This is an optimization exercise on Yosys and OpenROAD, whose aim is small area, a short achievable clock period and few clock cycles, not a production implementation. In this exercise RTL edits were held to simulation tests only and were not proved equivalent to the original.

red:
==> flow/design.v <==
module circular_list_engine #(
  parameter int CAPACITY = 32
) (
  input  logic                clk,
  input  logic                rst_n,
  input  logic                in_tvalid,
  output logic                in_tready,
  input  logic [31:0]         in_tdata,    
  input  logic [1:0]          in_tuser,    
  output logic                out_tvalid,
  input  logic                out_tready,
  output logic [31:0]         out_tdata,   
  output logic [1:0]          out_tuser,   
  output logic                out_tlast
);
  localparam int N     = 32;
  localparam int CNT_W = 6;
  localparam logic [1:0] CMD_INSERT  = 2'd0;
  localparam logic [1:0] CMD_DELETE  = 2'd1;
  localparam logic [1:0] CMD_DISPLAY = 2'd2;
  localparam logic [1:0] CMD_NONE    = 2'd3;
  localparam logic [1:0] ST_OK       = 2'd0;
  localparam logic [1:0] ST_FULL     = 2'd1;
  localparam logic [1:0] ST_EMPTY    = 2'd2;
  localparam logic [1:0] ST_NOTFOUND = 2'd3;
  function automatic logic [N-1:0] lowest(input logic [N-1:0] x);
    logic [7:0] gany;
    logic [7:0] gsel;
    for (int g = 0; g < 8; g++) gany[g] = |x[4*g +: 4];
    for (int g = 0; g < 8; g++) gsel[g] = gany[g] & ~|(gany & ((8'(1) << g) - 8'(1)));
    for (int i = 0; i < N; i++)
      lowest[i] = x[i] & gsel[i/4] & ~|(x[(i/4)*4 +: 4] & ((4'(1) << (i%4)) - 4'(1)));
  endfunction
  logic [31:0]      mem [N];
  logic [N-1:0]     live;
  logic [N-1:0]     pclr;       
  logic [N-1:0]     head;       
  logic [N:0]       alloc;      
  logic [CNT_W-1:0] cnt;        
  logic             rv;
  logic [1:0]       rcmd;
  logic             rfull;
  logic [N-1:0]     rhits;      
  logic [N-1:0]     rsel;       
  logic [CNT_W-1:0] rleft;      
  logic             rlast;      
  logic             pf;         
  logic [31:0]      pd;         
  logic             trk;        
  logic             rdy;        
  logic             ov, sv;
  logic [31:0]      od, sd;
  logic [1:0]       os, ss;
  logic             ol, sl;
  logic         full, is_del, is_dsp;
  logic [N-1:0] tlive, hits, rest, del_pick, dsp_pick;
  logic         found;
  logic [31:0]  rd;
  logic         s2_fire, step, fill;
  logic [31:0]  nd;
  logic [1:0]   ns;
  logic         nl;
  assign full   = alloc[N];
  assign is_del = (rcmd == CMD_DELETE);
  assign is_dsp = (rcmd == CMD_DISPLAY);
  assign tlive    = live & ~pclr;
  assign hits     = rhits & ~pclr;
  assign del_pick = lowest(hits);
  assign rest     = hits & ~rsel;
  assign dsp_pick = lowest(rest);
  assign found    = |hits;
  always_comb begin
    rd = '0;
    for (int i = 0; i < N; i++) rd = rd | ({32{rsel[i]}} & mem[i]);
  end
  assign step    = rv && !sv;
  assign fill    = is_dsp && !pf && (rleft != '0);
  assign s2_fire = step && !fill;
  always_comb begin
    nd = '0;
    nl = 1'b1;
    unique case (rcmd)
      CMD_INSERT: ns = rfull ? ST_FULL : ST_OK;
      CMD_DELETE: ns = found ? ST_OK : ((cnt == '0) ? ST_EMPTY : ST_NOTFOUND);
      default: begin
        nd = (pf && rleft != '0) ? pd : '0;
        if (rleft == '0) begin
          ns = ST_EMPTY;
        end else begin
          ns = ST_OK;
          nl = rlast;
        end
      end
    endcase
  end
  logic             acc, ins_ok, dec;
  logic [N-1:0]     cmp;
  logic [N-1:0]     live_set, live_nxt;
  logic [N-1:0]     second, head_nxt;
  logic [CNT_W-1:0] cnt_up, cnt_dn, cnt_nxt, cnt_dsp;
  logic             rv_nxt, sv_nxt, rlast_nxt;
  assign in_tready = rdy;
  assign acc       = in_tvalid && rdy;
  assign ins_ok    = acc && (in_tuser == CMD_INSERT) && !full;
  assign dec       = s2_fire && is_del && found;
  always_comb begin
    for (int i = 0; i < N; i++) cmp[i] = (mem[i] == in_tdata);
  end
  assign live_set  = ins_ok ? alloc[N-1:0] : '0;
  assign live_nxt  = tlive | live_set;
  assign second   = lowest(tlive & ~head);
  assign head_nxt = (s2_fire && is_del && |(hits & head)) ? ((|second) ? second : live_set)
                                         : ((|head) ? head : live_set);
  assign cnt_up  = cnt + CNT_W'(1);
  assign cnt_dn  = cnt - CNT_W'(1);
  assign cnt_nxt = (ins_ok == dec) ? cnt : (ins_ok ? cnt_up : cnt_dn);
  assign cnt_dsp = dec ? cnt_dn : cnt;
  always_comb begin
    rlast_nxt = rlast;
    if (rdy) rlast_nxt = (in_tuser != CMD_DISPLAY) || (cnt_dsp == '0) || (nofill && cnt_dsp == CNT_W'(1));
    else if (step && fill) rlast_nxt = (rleft == CNT_W'(1));
    else if (s2_fire && is_dsp) rlast_nxt = (rleft == CNT_W'(2));
  end
  logic         dsp_acc, nofill, walk;
  logic [N-1:0] rsel_nxt;
  assign dsp_acc = rdy && (in_tuser == CMD_DISPLAY);
  assign nofill  = trk && !(s2_fire && is_del);
  assign walk    = rv && is_dsp && !rdy;
  always_comb begin
    if (dsp_acc) rsel_nxt = nofill ? second : head_nxt;
    else if (walk) rsel_nxt = step ? dsp_pick : rsel;
    else rsel_nxt = head_nxt;
  end
  assign rv_nxt = rdy ? (in_tvalid && (in_tuser != CMD_NONE)) : rv;
  assign sv_nxt = (!ov || out_tready) ? 1'b0 : (sv || s2_fire);
  always_ff @(posedge clk) begin
    for (int i = 0; i < N; i++)
      if (alloc[i]) mem[i] <= in_tdata;
  end
  always_ff @(posedge clk) begin
    if (!rst_n) begin
      live  <= '0;
      pclr  <= '0;
      head  <= '0;
      alloc <= (N+1)'(1);
      cnt   <= '0;
      rv    <= 1'b0;
      pf    <= 1'b0;
      trk   <= 1'b0;
      rdy   <= 1'b1;
      ov    <= 1'b0;
      sv    <= 1'b0;
    end else begin
      live <= live_nxt;
      if (s2_fire && is_del) pclr <= del_pick;
      head <= head_nxt;
      if (ins_ok) alloc <= alloc << 1;
      cnt  <= cnt_nxt;
      rv   <= rv_nxt;
      if (rdy) pf <= dsp_acc && nofill && (cnt_dsp != '0);
      else if (step && fill) pf <= 1'b1;
      trk  <= !(dsp_acc && nofill) && !walk;
      rdy  <= !rv_nxt || (!sv_nxt && rlast_nxt);
      if (!ov || out_tready) ov <= sv || s2_fire;
      sv   <= sv_nxt;
    end
  end
  always_ff @(posedge clk) begin
    rlast <= rlast_nxt;
    if (rdy) begin
      rcmd  <= in_tuser;
      rfull <= full;
      rhits <= tlive & ((in_tuser != CMD_DISPLAY) ? cmp : (nofill ? ~head : '1));
      rleft <= cnt_dsp;
    end else if (step && is_dsp) begin
      rhits <= rest;
      if (!fill) rleft <= rleft - CNT_W'(1);
    end
    rsel <= rsel_nxt;
    if (!(rv && is_dsp && !step)) pd <= rd;
    if (!ov || out_tready) begin
      if (sv) begin
        od <= sd;
        os <= ss;
        ol <= sl;
      end else if (s2_fire) begin
        od <= nd;
        os <= ns;
        ol <= nl;
      end
    end else if (s2_fire) begin
      sd <= nd;
      ss <= ns;
      sl <= nl;
    end
  end
  assign out_tvalid = ov;
  assign out_tdata  = od;
  assign out_tuser  = os;
  assign out_tlast  = ol;
endmodule
make LEC_CHECK=0 CAP_MARGIN=20 CORE_MARGIN=2 CORE_UTILIZATION=45 SETUP_SLACK_MARGIN=2.6 SLEW_MARGIN=20 finish   # period 5.0 ns
run.sh (not shown) runs the stock make flow with config.mk's settings and CLKGATE_MAP_FILE= SYNTH_SCRIPT=/design/flow/synth_recipe.tcl, a recipe that flattens the netlist after the stock synthesis.
Testbench counts of red, summed over its fixed seeds: cycles 18,324.
> inputs changed (red -> blue)
- CORE_UTILIZATION changed from 45 to 50
[summary]
Both conditions hold for blue: the flow ran to the end and the final layout passed the timing, design-rule and antenna checks. The post-route minimum period of blue is higher than that of red. Per the comparison of blue with red, global-route usage lost 0.87 points; peak per-stage delay on the critical path fell 0.38 ns; total wire length after detailed routing -42000 microns; number of standard cells in the final layout excluding fillers moved down. Setup slack: blue less than red. Between red and blue, sequential share of layout area increased. Met3 global-route usage (blue over red): increase, 1.9 points. Going from red to blue, the routed length on met3 was found to have gone down by about 1.4%. Looking at cell area across blue and red, the one that comes out higher is red. red -> blue: met1 layer wirelength in the final routing decreased by a little under 10%.

==> re-timing with driven ports <==
In the flow no input, the clock included, has a driving cell. The finished layouts below were timed again as built, in two steps.
Step 1 (the two cells are an assumption about what drives the block):
set clk [get_ports {clk}]
set_driving_cell -lib_cell sky130_fd_sc_hd__clkbuf_16 $clk
set_driving_cell -lib_cell sky130_fd_sc_hd__buf_2 [delete_from_list [all_inputs] $clk]
Step 2 adds t to the input delays and takes it off the output delays; t is the mean of the earliest and latest rising clock arrival at the registers after step 1. Input paths then give back, and output paths get back, about the clock's delay inside the block.
Three values: ideal ports, drivers, drivers and shift; two values: the first two.
| run | t (ns) | slack for setup (ns) | latest minus earliest clock arrival (ns) |
|---|---|---|---|
| red | 0.911 | 2.094 / 2.094 / 1.409 | 0.029 / 0.029 |
| blue | 0.881 | 2.080 / 2.080 / 1.469 | 0.033 / 0.033 |
After both steps every run listed still meets setup and hold. For red, which loses most, drivers alone change the setup slack by 0.000 ns; drivers and shift together by -0.685 ns.
